From an optimization exercise on the open Yosys and OpenROAD flow, aimed at small area; shortcuts taken in it are not production practice.
In this exercise RTL edits were held to simulation tests only and were not proved equivalent to the original.
Power is estimated from default activity; no workload was simulated.

==> flow/design.v <==
package dmem_pkg;
  localparam int WORD_BYTES = 4;
  localparam int ADDR_LSB   = 2;
  function automatic logic is_err(input logic [31:0] addr, input int unsigned depth);
    is_err = (addr[ADDR_LSB-1:0] != '0) || ({2'b00, addr[31:ADDR_LSB]} >= depth);
  endfunction
endpackage
module dmem_port_bit (
  input  logic clk,
  input  logic en,
  input  logic keep,
  input  logic d,
  input  logic prev,
  output logic q
);
  always_ff @(posedge clk) q <= (en & d) | (keep & prev);
endmodule
module dmem_aoi222 (
  input  logic a0, b0, a1, b1, a2, b2,
  output logic y
);
  assign y = ~((a0 & b0) | (a1 & b1) | (a2 & b2));
endmodule
module dmem_ao22 (
  input  logic a0, b0, a1, b1,
  output logic y
);
  assign y = (a0 & b0) | (a1 & b1);
endmodule
module dmem_and2 (
  input  logic a, b,
  output logic y
);
  assign y = a & b;
endmodule
module dmem_nand2 (
  input  logic a, b,
  output logic y
);
  assign y = ~(a & b);
endmodule
module dmem_nand4 (
  input  logic a, b, c, d,
  output logic y
);
  assign y = ~(a & b & c & d);
endmodule
module dmem_nor2 (
  input  logic a, b,
  output logic y
);
  assign y = ~(a | b);
endmodule
module dmem_or2 (
  input  logic a, b,
  output logic y
);
  assign y = a | b;
endmodule
module dmem_rd_col (
  input  logic [21:0] sel,
  input  logic [21:0] q,
  output logic        y
);
  logic [7:0] l1;    
  logic [1:0] l2;    
  for (genvar g = 0; g < 7; g++) begin : g_l1
    dmem_aoi222 u (.a0(sel[3*g]), .b0(q[3*g]), .a1(sel[3*g+1]), .b1(q[3*g+1]),
                   .a2(sel[3*g+2]), .b2(q[3*g+2]), .y(l1[g]));
  end
  dmem_nand2 u_l1 (.a(sel[21]), .b(q[21]), .y(l1[7]));
  for (genvar g = 0; g < 2; g++) begin : g_l2
    dmem_nand4 u (.a(l1[4*g]), .b(l1[4*g+1]), .c(l1[4*g+2]), .d(l1[4*g+3]), .y(l2[g]));
  end
  dmem_or2 u_l3 (.a(l2[0]), .b(l2[1]), .y(y));
endmodule
module dmem_word_array (
  input  logic        clk,
  input  logic [15:0] wr,
  input  logic [15:0] wr_n,      
  input  logic [3:0]  wbe,
  input  logic [3:0]  wbe_n,     
  input  logic        keep_n,    
  input  logic [31:0] wdata,
  input  logic [21:0] rd_sel,
  output logic [31:0] rdata
);
  logic [63:0][31:0] s;
  for (genvar p = 0; p < 64; p++) begin : g_pos
    localparam int PP = (p + 63) % 64;    
    if (p % 4 == 1) begin : g_port
      localparam int K = p / 4;
      for (genvar b = 0; b < 4; b++) begin : g_byte
        logic en, keep;
        dmem_nor2 u_en   (.a(wr_n[K]), .b(wbe_n[b]), .y(en));      
        dmem_nor2 u_keep (.a(en), .b(keep_n), .y(keep));          
        for (genvar k = 0; k < 8; k++) begin : g_bit
          dmem_port_bit u_bit (.clk(clk), .en(en), .keep(keep), .d(wdata[8*b+k]),
                               .prev(s[PP][8*b+k]), .q(s[p][8*b+k]));
        end
      end
    end else begin : g_shift
      always_ff @(posedge clk) s[p] <= s[PP];
    end
  end
  logic [31:0][21:0] q_t;    
  for (genvar r = 0; r < 22; r++) begin : g_rp
    for (genvar j = 0; j < 32; j++) begin : g_t
      assign q_t[j][r] = s[3 * r][j];
    end
  end
  for (genvar j = 0; j < 32; j++) begin : g_col
    dmem_rd_col u_col (.sel(rd_sel), .q(q_t[j]), .y(rdata[j]));
  end
endmodule
module dmem_responder
#(
  parameter int DEPTH_WORDS = 64
) (
  input  logic        clk,
  input  logic        rst,
  input  logic        req_valid,
  output logic        req_ready,
  input  logic        req_write,
  input  logic [31:0] req_addr,
  input  logic [31:0] req_wdata,
  input  logic [3:0]  req_be,
  output logic        rsp_valid,
  input  logic        rsp_ready,
  output logic [31:0] rsp_rdata,
  output logic        rsp_err
);
  logic [1:0] st;
  logic       idle, idle_n, req_err, store;
  logic [5:0] t, s;
  assign idle      = (st == 2'b00);
  assign idle_n    = !idle;
  assign req_ready = idle;
  assign rsp_valid = (st == 2'b10);
  assign req_err   = dmem_pkg::is_err(req_addr, DEPTH_WORDS);
  assign store     = idle && req_valid && req_write && !req_err;
  always_ff @(posedge clk or negedge rst) begin
    if (!rst) st <= 2'b00;
    else case (st)
      2'b00:   st <= req_valid ? 2'b01 : 2'b00;
      2'b01:   st <= 2'b11;
      2'b11:   st <= 2'b10;
      default: st <= rsp_ready ? 2'b00 : 2'b10;
    endcase
  end
  logic done, keep_all;
  always_ff @(posedge clk or negedge rst) begin
    if (!rst) begin
      t    <= '0;
      done <= 1'b0;
    end else begin
      t    <= t + 6'd1;
      done <= done || t[2];
    end
  end
  assign keep_all = done || t[2];
  logic [5:0] cap_idx;
  logic [3:0] cap_be;
  logic       cap_ok;
  logic [11:0] cap_d, cap_q;
  assign cap_d = {req_addr[dmem_pkg::ADDR_LSB +: 6], req_be, !req_write && !req_err, req_err};
  assign {cap_idx, cap_be, cap_ok, rsp_err} = cap_q;
  for (genvar i = 0; i < 12; i++) begin : g_cap
    dmem_port_bit u_cap (.clk(clk), .en(idle), .keep(idle_n), .d(cap_d[i]), .prev(cap_q[i]), .q(cap_q[i]));
  end
  logic [5:0] base;
  for (genvar i = 0; i < 6; i++) begin : g_base
    dmem_ao22 u (.a0(idle), .b0(req_addr[dmem_pkg::ADDR_LSB + i]), .a1(idle_n), .b1(cap_idx[i]), .y(base[i]));
  end
  assign s = base + t;
  logic pend, want, land;
  assign want = idle ? store : pend;
  assign land = want && s[1:0] == 2'b00;
  always_ff @(posedge clk or negedge rst) begin
    if (!rst) pend <= 1'b0;
    else      pend <= want && !land;
  end
  logic [15:0] wr, wr_n;
  always_comb
    for (int k = 0; k < 16; k++) begin
      wr[k]   = land && s[5:2] == 4'(k);
      wr_n[k] = !wr[k];
    end
  logic [31:0] wdata, rd;
  logic [3:0]  wbe;
  for (genvar j = 0; j < 32; j++) begin : g_wdata
    dmem_ao22 u (.a0(idle), .b0(req_wdata[j]), .a1(idle_n), .b1(rd[j]), .y(wdata[j]));
  end
  for (genvar b = 0; b < 4; b++) begin : g_wbe
    dmem_ao22 u (.a0(idle), .b0(req_be[b]), .a1(idle_n), .b1(cap_be[b]), .y(wbe[b]));
  end
  logic        ok_now, rcap, rvalid, rd_ld, rd_en, rd_keep;
  assign rvalid = keep_all;
  logic [21:0] rd_sel;
  logic [31:0] rdata;
  always_comb
    for (int r = 0; r < 22; r++)
      rd_sel[r] = s == 6'(3 * r);
  assign ok_now = idle ? (!req_write && !req_err) : cap_ok;
  assign rcap   = (st != 2'b10) && ok_now && (|rd_sel);
  dmem_word_array u_mem (
    .clk    (clk),
    .wr     (wr),
    .wr_n   (wr_n),
    .wbe    (wbe),
    .wbe_n  (~wbe),
    .keep_n (!keep_all),
    .wdata  (wdata),
    .rd_sel (rd_sel),
    .rdata  (rdata)
  );
  assign rd_ld   = idle && req_write;
  assign rd_en   = rcap && rvalid;
  assign rd_keep = !rd_ld && !rcap;
  for (genvar j = 0; j < 32; j++) begin : g_rd
    dmem_rd_bit u_rd (.clk(clk), .a(rd_ld), .d0(req_wdata[j]), .b(rd_en), .d1(rdata[j]),
                      .keep(rd_keep), .q(rd[j]));
    dmem_and2 u_out (.a(rd[j]), .b(cap_ok), .y(rsp_rdata[j]));
  end
endmodule
module dmem_rd_bit (
  input  logic clk,
  input  logic a,
  input  logic d0,
  input  logic b,
  input  logic d1,
  input  logic keep,
  output logic q
);
  always_ff @(posedge clk) q <= (a & d0) | (b & d1) | (keep & q);
endmodule
Settings: LEC_CHECK=0, CAP_MARGIN=20, CORE_MARGIN=2, CORE_UTILIZATION=50, CTS_CLUSTER_DIAMETER=100, CTS_CLUSTER_SIZE=32, SLEW_MARGIN=20, SYNTH_HIERARCHICAL=1; clock period 8.0 ns.
run.sh (not shown) runs the stock make flow with config.mk's settings and CLKGATE_MAP_FILE= SYNTH_SCRIPT=/design/flow/synth_recipe.tcl, a recipe that flattens the netlist after the stock synthesis.
Change:
--- a/flow/design.v
+++ b/flow/design.v
@@ -17,18 +17,12 @@
 endmodule
 module dmem_aoi222 (
   input  logic a0, b0, a1, b1, a2, b2,
   output logic y
 );
   assign y = ~((a0 & b0) | (a1 & b1) | (a2 & b2));
-endmodule
-module dmem_ao22 (
-  input  logic a0, b0, a1, b1,
-  output logic y
-);
-  assign y = (a0 & b0) | (a1 & b1);
 endmodule
 module dmem_and2 (
   input  logic a, b,
   output logic y
 );
   assign y = a & b;
@@ -166,16 +160,14 @@
   assign cap_d = {req_addr[dmem_pkg::ADDR_LSB +: 6], req_be, !req_write && !req_err, req_err};
   assign {cap_idx, cap_be, cap_ok, rsp_err} = cap_q;
   for (genvar i = 0; i < 12; i++) begin : g_cap
     dmem_port_bit u_cap (.clk(clk), .en(idle), .keep(idle_n), .d(cap_d[i]), .prev(cap_q[i]), .q(cap_q[i]));
   end
   logic [5:0] base;
-  for (genvar i = 0; i < 6; i++) begin : g_base
-    dmem_ao22 u (.a0(idle), .b0(req_addr[dmem_pkg::ADDR_LSB + i]), .a1(idle_n), .b1(cap_idx[i]), .y(base[i]));
-  end
-  assign s = base + t;
+  assign base = idle ? req_addr[dmem_pkg::ADDR_LSB +: 6] : cap_idx;
+  assign s    = base + t;
   logic pend, want, land;
   assign want = idle ? store : pend;
   assign land = want && s[1:0] == 2'b00;
   always_ff @(posedge clk or negedge rst) begin
     if (!rst) pend <= 1'b0;
     else      pend <= want && !land;
@@ -185,18 +177,14 @@
     for (int k = 0; k < 16; k++) begin
       wr[k]   = land && s[5:2] == 4'(k);
       wr_n[k] = !wr[k];
     end
   logic [31:0] wdata, rd;
   logic [3:0]  wbe;
-  for (genvar j = 0; j < 32; j++) begin : g_wdata
-    dmem_ao22 u (.a0(idle), .b0(req_wdata[j]), .a1(idle_n), .b1(rd[j]), .y(wdata[j]));
-  end
-  for (genvar b = 0; b < 4; b++) begin : g_wbe
-    dmem_ao22 u (.a0(idle), .b0(req_be[b]), .a1(idle_n), .b1(cap_be[b]), .y(wbe[b]));
-  end
+  assign wdata = idle ? req_wdata : rd;
+  assign wbe   = idle ? req_be : cap_be;
   logic        ok_now, rcap, rvalid, rd_ld, rd_en, rd_keep;
   assign rvalid = keep_all;
   logic [21:0] rd_sel;
   logic [31:0] rdata;
   always_comb
     for (int r = 0; r < 22; r++)
The changed run passed the timing, DRC and antenna checks.
Fmax is higher by 6.6%.
Worst hold slack hardly moves.
Routed wire length is lower by 4.8%.
Area after synthesis is higher by 0.51%.
Final area hardly moves.
Total power is lower by 1.1%.
Global-route usage is lower by 1.1 points.
Register-to-register slack improved by 0.63 ns.
Worst setup slack improved by 0.37 ns.
Clock power is about the same.
Die area is higher by 0.50%.
Sequential share of layout area is lower by 0.15 points.
Non-clock buffer count is higher by 4.
Sequential power barely changes.


P:
Starts from the design.v that is shown in full above.
==> flow/config.mk <==
export PLATFORM = sky130hd
export DESIGN_NAME = dmem_responder
export DESIGN_NICKNAME = dmem_responder
export VERILOG_FILES = /design/flow/design.v
export SDC_FILE = /design/flow/constraint.sdc
export NUM_CORES = 4
export LEC_CHECK = 0
export CAP_MARGIN = 0
export CORE_MARGIN = 2
export CORE_UTILIZATION = 50
export CTS_CLUSTER_DIAMETER = 100
export CTS_CLUSTER_SIZE = 32
export SLEW_MARGIN = 0
export SYNTH_HIERARCHICAL = 1
==> flow/constraint.sdc <==
create_clock -name core_clock -period 8.0 [get_ports {clk}]
set_input_delay 1.6000 -clock core_clock [delete_from_list [all_inputs] [get_ports {clk}]]
set_output_delay 1.6000 -clock core_clock [all_outputs]
set_load 0.01 [all_outputs]
standard.sh (not shown) runs the stock make flow with config.mk's settings and CLKGATE_MAP_FILE= SYNTH_SCRIPT=/design/flow/synth_recipe.tcl, a recipe that flattens the netlist after the stock synthesis.
==> flow/flow/run.sh <==
#!/bin/bash
# The standard layout (standard.sh, unchanged), with one difference: the buffer that
# buffer_ports puts on every input and output port is the smallest buffer,
# sky130_fd_sc_hd__buf_1, instead of the one buffer_ports picks by default.
# make's full output goes to standard.log; ORFS keeps each step's log under orfs/logs.
set -euo pipefail
cd "$(dirname "$0")/.."
export BUFFER_PORTS_ARGS="-buffer_cell sky130_fd_sc_hd__buf_1"
bash standard.sh > standard.log 2>&1
Looking at the reports, P completed the entire flow and the layout it produced met the timing, DRC and antenna checks.
Relative to P, the following input files were edited for Q:
diff --git a/flow/design.v b/flow/design.v
--- a/flow/design.v
+++ b/flow/design.v
@@ -194,15 +194,17 @@
   for (genvar b = 0; b < 4; b++) begin : g_wbe
     dmem_ao22 u (.a0(idle), .b0(req_be[b]), .a1(idle_n), .b1(cap_be[b]), .y(wbe[b]));
   end
-  logic        ok_now, rcap, rvalid, rd_ld, rd_en, rd_keep;
-  assign rvalid = keep_all;
-  logic [21:0] rd_sel;
+  logic        ok_now, rget, rcap, rd_ld, rd_keep;
+  logic [21:0] at_port, rd_sel;
   logic [31:0] rdata;
+  assign ok_now = idle ? (!req_write && !req_err) : cap_ok;
+  assign rget   = (st != 2'b10) && ok_now;
   always_comb
-    for (int r = 0; r < 22; r++)
-      rd_sel[r] = s == 6'(3 * r);
-  assign ok_now = idle ? (!req_write && !req_err) : cap_ok;
-  assign rcap   = (st != 2'b10) && ok_now && (|rd_sel);
+    for (int r = 0; r < 22; r++) begin
+      at_port[r] = s == 6'(3 * r);
+      rd_sel[r]  = at_port[r] && rget && keep_all;
+    end
+  assign rcap = rget && (|at_port);
   dmem_word_array u_mem (
     .clk    (clk),
     .wr     (wr),
@@ -215,10 +217,9 @@
     .rdata  (rdata)
   );
   assign rd_ld   = idle && req_write;
-  assign rd_en   = rcap && rvalid;
   assign rd_keep = !rd_ld && !rcap;
   for (genvar j = 0; j < 32; j++) begin : g_rd
-    dmem_rd_bit u_rd (.clk(clk), .a(rd_ld), .d0(req_wdata[j]), .b(rd_en), .d1(rdata[j]),
+    dmem_rd_bit u_rd (.clk(clk), .a(rd_ld), .d0(req_wdata[j]), .d1(rdata[j]),
                       .keep(rd_keep), .q(rd[j]));
     dmem_and2 u_out (.a(rd[j]), .b(cap_ok), .y(rsp_rdata[j]));
   end
@@ -227,10 +228,9 @@
   input  logic clk,
   input  logic a,
   input  logic d0,
-  input  logic b,
   input  logic d1,
   input  logic keep,
   output logic q
 );
-  always_ff @(posedge clk) q <= (a & d0) | (b & d1) | (keep & q);
-endmodule
+  always_ff @(posedge clk) q <= (a & d0) | (keep & q) | d1;
+endmodule
### Flow results
The flow did not stop early for Q: all stages ran, and the layout cleared the timing, DRC and antenna checks.
Comparing P with Q, the sequential share of layout area came out essentially unchanged.
Lower number of nets at the end of the flow was reported by Q, not P.
Lower highest net fanout along the worst path was reported by P, not Q.
Relative to P, worst supply voltage drop on vdd has gone up in Q.
The design area on P is in line with that on Q.
Looking at share of power burned in combinational logic, Q sits 1.8 points below P.
Higher final worst-path setup slack among Q and P: P
Per the comparison of Q with P, detailed-routed wire length on met3 went up by 360 um; share of the core filled with cells in the final layout held; first-pass GRT wire length lower.
[diff] worst clock skew, Q relative to P: improvement

==> port drivers added, routing unchanged <==
The flow's constraints put no driver on any port. The routed layouts listed below were extracted and timed again, unchanged, in two steps. Step 1 (the two cells are an assumption about what drives the block):
set clk [get_ports {clk}]
set_driving_cell -lib_cell sky130_fd_sc_hd__clkbuf_16 $clk
set_driving_cell -lib_cell sky130_fd_sc_hd__buf_2 [delete_from_list [all_inputs] $clk]
Step 2 also shifts input and output timing later by t, the mid clock arrival at the registers, as if the neighbouring blocks saw the same clock. Slacks: ideal / step 1 / step 2; pairs: ideal / step 1.
| run | t, ns | slack for setup (ns) | worst setup path after step 2 | clock arrival spread, ns | worst slew at a driven data input, ns |
|---|---|---|---|---|---|
| the first run of note 1 | 0.746 | 1.997 / 1.997 / 1.455 | input to register | 0.023 / 0.023 | 0.13 |
| the second run of note 1 | 0.743 | 2.370 / 2.415 / 1.672 | input to register | 0.034 / 0.034 | 0.05 |
| P | 0.746 | 2.405 / 2.405 / 1.983 | input to register | 0.032 / 0.033 | 0.13 |
| Q | 0.738 | 2.018 / 2.018 / 1.973 | input to register | 0.029 / 0.029 | 0.05 |
After both steps setup and hold are still met in every run listed. For the second run of note 1, which loses most, drivers alone change the setup slack by +0.045 ns; drivers and shift together by -0.698 ns.
